This is an optimization exercise on Yosys and OpenROAD, whose aim is small area and a short achievable clock period, not a production implementation. Where RTL was checked, it was by simulation tests only, not by an equivalence proof against the original. No activity file was given, so power comes from the tool's default toggle rates.

== yarrow ==
==> module cd_tx_ser, before the edit <==
module cd_tx_ser (
    input  logic clk,
    input  logic reset,
    input  logic [15:0] div,
    input  logic bus_idle,
    output logic tx,
    input  logic [7:0] bytes_data,
    input  logic  bytes_valid,
    input  logic  bytes_last,
    input  logic  bytes_crc,
    output logic  bytes_ack,
    output logic  crc_bit_en,    
    output logic  crc_bit
);
    logic [1:0] state, state_n;
    logic [15:0]       cnt;
    logic [2:0] bitn;
    logic [7:0]      shreg, shreg_n;
    logic       in_frame;    
    logic       bit_end;
    logic       load;
    logic       is_crc;      
    assign bit_end = (cnt == div);
    assign load = bytes_valid && ((state == SER_IDLE && (in_frame || bus_idle)) ||
                                  (state == SER_STOP && bit_end && in_frame));
    assign bytes_ack = load;
    assign crc_bit_en = state == SER_DATA && bit_end && !is_crc;
    assign crc_bit = shreg[0];
    always_comb begin
        state_n = state;
        shreg_n = shreg;
        if (reset) begin
            state_n = SER_IDLE;
        end else if (load) begin
            shreg_n = bytes_data;
            state_n = SER_START;
        end else begin
            case (state)
                SER_START: if (bit_end) state_n = SER_DATA;
                SER_DATA: if (bit_end) begin
                    shreg_n = shreg >> 1;     
                    if (bitn == 3'd7) state_n = SER_STOP;
                end
                SER_STOP: if (bit_end) state_n = SER_IDLE;
                default: ;
            endcase
        end
    end
    always_ff @(posedge clk) begin
        state <= state_n;
        shreg <= shreg_n;
        tx    <= (state_n == SER_START) ? 1'b0 : (state_n == SER_DATA) ? shreg_n[0] : 1'b1;
        cnt <= (state == SER_IDLE || bit_end) ? '0 : cnt + 1'b1;
        if (reset) begin
            bitn     <= '0;
            in_frame <= 1'b0;
        end else begin
            if (load) begin
                in_frame <= !bytes_last;
                is_crc   <= bytes_crc;
            end else if (state == SER_DATA && bit_end) begin
                bitn <= bitn + 1'b1;
            end
        end
    end
endmodule
clock: 5.0 ns
lec_check: 0
cap_margin: 20
core_margin: 2
core_utilization: 70
cts_buf_list: sky130_fd_sc_hd__clkbuf_16
cts_cluster_diameter: 100
cts_cluster_size: 25
setup_slack_margin: 2.8
slew_margin: 20
standard.sh (not shown) runs the stock make flow with config.mk's settings and CLKGATE_MAP_FILE= SYNTH_SCRIPT=/design/flow/synth_recipe.tcl, a recipe that flattens the netlist after the stock synthesis.
==> flow/flow/run.sh <==
#!/bin/bash
# The standard layout, with the port buffers made from a plain buffer
# (buf_4) rather than the default delay buffer, so that paths from the
# inputs and to the outputs are not slowed by the port buffers.
set -euo pipefail
export BUFFER_PORTS_ARGS="-buffer_cell sky130_fd_sc_hd__buf_4"
bash standard.sh > standard.log 2>&1
yarrow finished every step from synthesis to the final layout, and the layout passed the timing, DRC and antenna checks.
Here is what was changed in the inputs of nickel compared with yarrow.
-- flow/design.v --
<<< yarrow, line 293
                                  (state == SER_STOP && bit_end && in_frame));
    assign bytes_ack = load;
    assign crc_bit_en = state == SER_DATA && bit_end && !is_crc;
    assign crc_bit = shreg[0];
    always_comb begin
>>> nickel, line 293
                                  (state == SER_STOP && bit_end && in_frame));
    assign bytes_ack = load;
    assign crc_bit = shreg[0];
    always_comb begin
<<< yarrow, line 319
        shreg <= shreg_n;
        tx    <= (state_n == SER_START) ? 1'b0 : (state_n == SER_DATA) ? shreg_n[0] : 1'b1;
        cnt <= (state == SER_IDLE || bit_end) ? '0 : cnt + 1'b1;
        if (reset) begin
>>> nickel, line 318
        shreg <= shreg_n;
        tx    <= (state_n == SER_START) ? 1'b0 : (state_n == SER_DATA) ? shreg_n[0] : 1'b1;
        crc_bit_en <= !reset && ((load && !bytes_crc) ||
                                 (state == SER_DATA && bit_end && bitn != 3'd7 && !is_crc));
        cnt <= (state == SER_IDLE || bit_end) ? '0 : cnt + 1'b1;
        if (reset) begin
Notes after the runs:
- Looking at highest-delay cell along the critical path, the sky130_fd_sc_hd__edfxtp_1 result is from nickel; the sky130_fd_sc_hd__dfxtp_2 one comes from yarrow.
- Between nickel and yarrow, the cell-internal power does not differ in any meaningful way.
- Compared with yarrow, synthesized area in nickel decreased slightly.
- Diff nickel..yarrow | total of flip-flops plus latches after synthesis | negligible
- Delta (nickel minus yarrow): fraction of area in registers about even; proportion of power drawn by flip-flops and latches fell 0.3 points; floorplan die area fell 0.47%; number of antenna violations at the first check in global routing about even.
- Taking yarrow as the reference point, the combinational group share of total power of nickel rises by 0.4 points.
- Status: synthesized-area fraction occupied by adder cells parity (nickel, yarrow)
- nickel — buffering stage count on the worst path with inverters included 1 lower, yarrow as reference
Only the layout flow was run in nickel; the RTL was not checked for function there.

---

cdbus, a different RTL version from the one above (not shown whole).
Size: about 1300 flip-flops, roughly 75 I/O pins, about 48000 µm² of cells after synthesis.
export LEC_CHECK = 0
export CAP_MARGIN = 20
export CORE_MARGIN = 2
export CORE_UTILIZATION = 60
export CTS_BUF_LIST = sky130_fd_sc_hd__clkbuf_16
export CTS_CLUSTER_DIAMETER = 100
export CTS_CLUSTER_SIZE = 25
export SETUP_SLACK_MARGIN = 2.8
export SLEW_MARGIN = 20
create_clock -name core_clock -period 5.0 [get_ports {clk}]
Scripts as last shown in full above: flow/flow/run.sh
The first run passed the timing, DRC and antenna checks.
Then changed:
--- a/flow/design.v
+++ b/flow/design.v
@@ -209,12 +209,13 @@
 endmodule
 import cd_pkg::*;
 module cd_tx_bytes (
     input  logic  clk,
     input  logic  reset,
     input  logic  tx_wr_en,
+    input  logic  tx_wr_q,       
     input  logic  tx_start,
     input  logic [7:0] ram_rd_data,
     output logic [7:0] ram_row,      
     output logic [7:0] ram_col,      
     output logic  tx_done,
     output logic [7:0] bytes_data,
@@ -227,54 +228,53 @@
 );
     logic [1:0] state;
     logic [5:0] pos;
     logic [15:0] crc;
     logic      crc_hi;
     logic      last;
+    logic      ack_q;        
     assign bytes_valid = (state == TX_DATA) || (state == TX_CRC);
     assign bytes_crc   = (state == TX_CRC);
     assign bytes_data  = (state == TX_CRC) ? (crc_hi ? crc[15:8] : crc[7:0]) : ram_rd_data;
     assign bytes_last  = (state == TX_CRC) && crc_hi;
     assign last        = (pos == 6'd1);
     always_ff @(posedge clk) begin
         if (tx_start) begin
             crc <= CRC_INIT;
         end else if (crc_bit_en) begin
             crc <= (crc >> 1) ^ ((crc[0] ^ crc_bit) ? 16'ha001 : 16'h0000);
         end
-        if (reset || tx_start || (state == TX_DATA && bytes_ack && last)) begin
+        ack_q <= bytes_ack && !reset;
+        if (reset || tx_start || (state == TX_DATA && ack_q && last)) begin
             ram_row <= 8'd1;
             ram_col <= 8'd1;
-        end else if (tx_wr_en || (state == TX_DATA && bytes_ack)) begin
+        end else if (tx_wr_q || (state == TX_DATA && ack_q)) begin
             ram_col <= {ram_col[6:0], ram_col[7]};
             if (ram_col[7]) ram_row <= {ram_row[6:0], ram_row[7]};
         end
         if (reset) begin
             state   <= TX_IDLE;
             pos     <= '0;
             crc_hi  <= 1'b0;
             tx_done <= 1'b0;
         end else begin
-            tx_done <= 1'b0;
+            tx_done <= bytes_ack && state == TX_CRC && crc_hi;
             if (tx_wr_en) pos <= pos + 1'b1;
             case (state)
                 TX_IDLE: if (tx_start) begin
                     crc_hi <= 1'b0;
                     state  <= TX_READ;
                 end
                 TX_READ: state <= TX_DATA;   
-                TX_DATA: if (bytes_ack) begin
+                TX_DATA: if (ack_q) begin
                     pos   <= pos - 1'b1;
                     state <= last ? TX_CRC : TX_READ;
                 end
-                TX_CRC: if (bytes_ack) begin
+                TX_CRC: if (ack_q) begin
                     crc_hi <= 1'b1;
-                    if (crc_hi) begin
-                        tx_done <= 1'b1;
-                        state   <= TX_IDLE;
-                    end
+                    if (crc_hi) state <= TX_IDLE;
                 end
                 default: state <= TX_IDLE;
             endcase
         end
     end
 endmodule
@@ -328,18 +328,17 @@
         end
     end
     always_ff @(posedge clk) begin
         state <= state_n;
         shreg <= shreg_n;
         tx    <= (state_n == SER_START) ? 1'b0 : (state_n == SER_DATA) ? shreg_n[0] : 1'b1;
+        cnt <= (state == SER_IDLE || bit_end) ? '0 : cnt + 1'b1;
         if (reset) begin
-            cnt      <= '0;
             bitn     <= '0;
             in_frame <= 1'b0;
         end else begin
-            cnt <= (state == SER_IDLE || bit_end) ? '0 : cnt + 1'b1;
             if (load) begin
                 in_frame <= !bytes_last;
                 is_crc   <= bytes_crc;
             end else if (state == SER_DATA && bit_end) begin
                 bitn <= bitn + 1'b1;
             end
@@ -515,12 +514,14 @@
     logic  rx_byte_frame_end;
     logic  rx_byte_bus_idle;
     logic  rx_byte_bus_idle_n;
     logic [15:0]  div;
     logic [7:0] filter;
     logic  tx_wr_en;
+    logic  tx_wr_q;          
+    logic [7:0] tx_wr_data_q;    
     logic  tx_start;
     logic  tx_done;
     logic [7:0] tx_row;
     logic [7:0] tx_col;
     logic [7:0] tx_rd_data;
     logic  rx_rd;
@@ -538,22 +539,26 @@
         .clk, .reset, .csr_address, .csr_read, .csr_write, .csr_writedata,
         .csr_readdata, .irq, .div, .filter, .tx_wr_en, .tx_start,
         .tx_done, .rx_frame_ok, .rx_frame_len, .rx_frame_bad,
         .rx_frame_drop, .rx_rd, .rx_rd_clear, .rx_rd_byte, .rx_busy,
         .bus_idle(rx_byte_bus_idle), .bus_idle_n(rx_byte_bus_idle_n)
     );
+    always_ff @(posedge clk) begin
+        tx_wr_q      <= tx_wr_en;
+        tx_wr_data_q <= csr_writedata[7:0];
+    end
     cd_tx_buf tx_buf0 (
-        .clk, .wr_en(tx_wr_en), .row(tx_row), .col(tx_col), .wr_data(csr_writedata[7:0]),
+        .clk, .wr_en(tx_wr_q), .row(tx_row), .col(tx_col), .wr_data(tx_wr_data_q),
         .rd_data(tx_rd_data)
     );
     cd_rx_buf rx_buf0 (
         .clk, .wr_row(rx_wr_row), .wr_col(rx_wr_col), .wr_data(rx_wr_data),
         .pending(rx_busy), .rd_clear(rx_rd_clear), .rd_next(rx_rd), .rd_data(rx_rd_byte)
     );
     cd_tx_bytes tx_bytes0 (
-        .clk, .reset, .tx_wr_en, .tx_start, .ram_rd_data(tx_rd_data),
+        .clk, .reset, .tx_wr_en, .tx_wr_q, .tx_start, .ram_rd_data(tx_rd_data),
         .ram_row(tx_row), .ram_col(tx_col), .tx_done, .bytes_data(tx_byte_data),
         .bytes_valid(tx_byte_valid), .bytes_last(tx_byte_last), .bytes_crc(tx_byte_crc),
         .bytes_ack(tx_byte_ack), .crc_bit_en(tx_crc_bit_en), .crc_bit(tx_crc_bit)
     );
     cd_tx_ser tx_ser0 (
         .clk, .reset, .div, .bus_idle(rx_byte_bus_idle), .tx, .bytes_data(tx_byte_data),
Outcome:
- The changed run finished clean
- combinational power came out lower by 19%
- critical path depth fell by 8
- via count is higher by 2.2%
- wire length climbs by 2.4%
- design area stays flat
- count of clock-buffer cells in the layout grows by 1
- area after synthesis climbs by 1.1%
- die area grows by 1.1%
- total power came out higher by 1.3%
- setup slack gains 120 ps
- non-clock buffer count decreases by 20
- sequential power stays flat
- first-iteration DRC count went up by 6.1%
Function was not checked in any run of this note: the RTL went through the layout flow alone.

---

cdbus, a different RTL version from the one above (not shown whole).
Size in the first run: about 75 I/O pins.
==> module cd_rx_buf, before the edit <==
module cd_rx_buf (
    input  logic       clk,
    input  logic       wr_en,        
    input  logic [5:0] wr_slot,
    input  logic [7:0] wr_data,
    input  logic       rd,           
    input  logic       start,        
    output logic [7:0] rd_data       
);
    logic [MAX_FRAME-1:0][7:0] drum;
    logic [5:0] t;
    logic [7:0] wbyte;               
    logic       wpend;
    logic [5:0] wpos;                
    logic       wnow;
    logic [5:0] q;                   
    logic [5:0] q_n;
    logic [5:0] q_1, q_2, t_1;
    logic [7:0] row;                 
    logic [7:0] col;                 
    assign wnow = wpend && wpos[2:0] == 3'd0;
    assign t_1  = t + 6'd1;
    assign q_1  = q + 6'd1;
    assign q_2  = q + 6'd2;
    assign q_n  = start ? t_1 : rd ? q_2 : q_1;
    function automatic [7:0] onehot3(input logic [2:0] v);
        onehot3 = 8'd1 << v;
    endfunction
    always_comb begin
        rd_data = '0;
        for (int j = 0; j < 8; j++) begin
            logic [7:0] r;
            r = '0;
            for (int k = 0; k < 8; k++) r = r | ({8{col[k]}} & drum[8 * j + k]);
            rd_data = rd_data | ({8{row[j]}} & r);
        end
    end
    always_ff @(posedge clk) begin
        t <= t + 1'b1;
        for (int i = 0; i < MAX_FRAME; i++) begin
            if (i % 8 == 0 && wnow && wpos[5:3] == 3'(i / 8))
                drum[i] <= wbyte;
            else
                drum[i] <= drum[(i + MAX_FRAME - 1) % MAX_FRAME];
        end
        if (wr_en) begin
            wbyte <= wr_data;
            wpos  <= t + 6'd2 + wr_slot;
            wpend <= 1'b1;
        end else begin
            wpos  <= wpos + 1'b1;
            if (wnow) wpend <= 1'b0;
        end
        q   <= q_n;
        row <= start ? onehot3(t_1[5:3]) : rd ? onehot3(q_2[5:3]) : onehot3(q_1[5:3]);
        col <= start ? onehot3(t_1[2:0]) : rd ? onehot3(q_2[2:0]) : onehot3(q_1[2:0]);
    end
endmodule
Settings: LEC_CHECK=0, CAP_MARGIN=20, CORE_MARGIN=2, CORE_UTILIZATION=70, CTS_BUF_LIST=sky130_fd_sc_hd__clkbuf_16, CTS_CLUSTER_DIAMETER=100, CTS_CLUSTER_SIZE=25, SETUP_SLACK_MARGIN=2.8, SLEW_MARGIN=20; clock period 5.0 ns.
Scripts as last shown in full above: flow/flow/run.sh
Edit:
--- a/flow/design.v
+++ b/flow/design.v
@@ -173,4 +173,5 @@
     logic [5:0] t;
     logic [7:0] wbyte;               
+    logic [5:0] wslot;
     logic       wpend;
     logic [5:0] wpos;                
@@ -178,15 +179,9 @@
     logic [5:0] q;                   
     logic [5:0] q_n;
-    logic [5:0] q_1, q_2, t_1;
     logic [7:0] row;                 
     logic [7:0] col;                 
+    assign wpos = t + 6'd1 + wslot;
     assign wnow = wpend && wpos[2:0] == 3'd0;
-    assign t_1  = t + 6'd1;
-    assign q_1  = q + 6'd1;
-    assign q_2  = q + 6'd2;
-    assign q_n  = start ? t_1 : rd ? q_2 : q_1;
-    function automatic [7:0] onehot3(input logic [2:0] v);
-        onehot3 = 8'd1 << v;
-    endfunction
+    assign q_n  = start ? t + 6'd1 : q + 6'd1 + 6'(rd);
     always_comb begin
         rd_data = '0;
@@ -208,13 +203,12 @@
         if (wr_en) begin
             wbyte <= wr_data;
-            wpos  <= t + 6'd2 + wr_slot;
+            wslot <= wr_slot;
             wpend <= 1'b1;
-        end else begin
-            wpos  <= wpos + 1'b1;
-            if (wnow) wpend <= 1'b0;
+        end else if (wnow) begin
+            wpend <= 1'b0;
         end
-        q   <= q_n;
-        row <= start ? onehot3(t_1[5:3]) : rd ? onehot3(q_2[5:3]) : onehot3(q_1[5:3]);
-        col <= start ? onehot3(t_1[2:0]) : rd ? onehot3(q_2[2:0]) : onehot3(q_1[2:0]);
+        q <= q_n;
+        for (int j = 0; j < 8; j++) row[j] <= q_n[5:3] == 3'(j);
+        for (int k = 0; k < 8; k++) col[k] <= q_n[2:0] == 3'(k);
     end
 endmodule
Power came out higher by 0.76%.
First-iteration DRC count increases by 16%.
Synthesized cell count decreases by 1.3%.
Design area increases by 1.8%.
Final cell count shrinks by 0.48%.
Count of clock-buffer cells in the layout rose by 1.
Global-route usage went up by 0.75 points.
Combinational power climbs by 16%.
No functional check of the RTL was part of the second run of this note.

==> what the ideal ports hide <==
Ports are ideal in the flow. The routed layouts listed here were re-timed in OpenROAD. Step 1 sets driving cells, clkbuf_16 on the clock port and buf_2 on the other inputs (assumed; they add their load-dependent delay and slew). Step 2, shift: input delay + t, output delay - t, t = (earliest + latest rising clock arrival at the registers) / 2. This alone moves slack from input paths to output paths. Three values: ideal, step 1, step 2; two values: the first two.
run	t (ns)	setup WS [ns]	slew at the worst register clock pin (ns)	worst data-port slew with drivers (ns)	pins driven straight from the clock port
yarrow	0.722	2.792 / 2.770 / 2.186	0.11 / 0.11	0.04	1
nickel	0.728	2.775 / 2.775 / 2.128	0.10 / 0.10	0.05	1
the first run of note 2	0.723	2.718 / 2.718 / 2.017	0.10 / 0.10	0.07	1
the second run of note 2	0.720	2.839 / 2.796 / 2.206	0.10 / 0.10	0.04	1
the first run of note 3	0.730	2.856 / 2.793 / 2.177	0.10 / 0.10	0.04	1
the second run of note 3	0.735	2.444 / 2.444 / 2.010	0.10 / 0.10	0.06	1
After both steps every run listed still meets setup and hold. The setup slack of the first run of note 2, which loses most, moves by 0.000 ns with the drivers and by -0.701 ns with both steps.
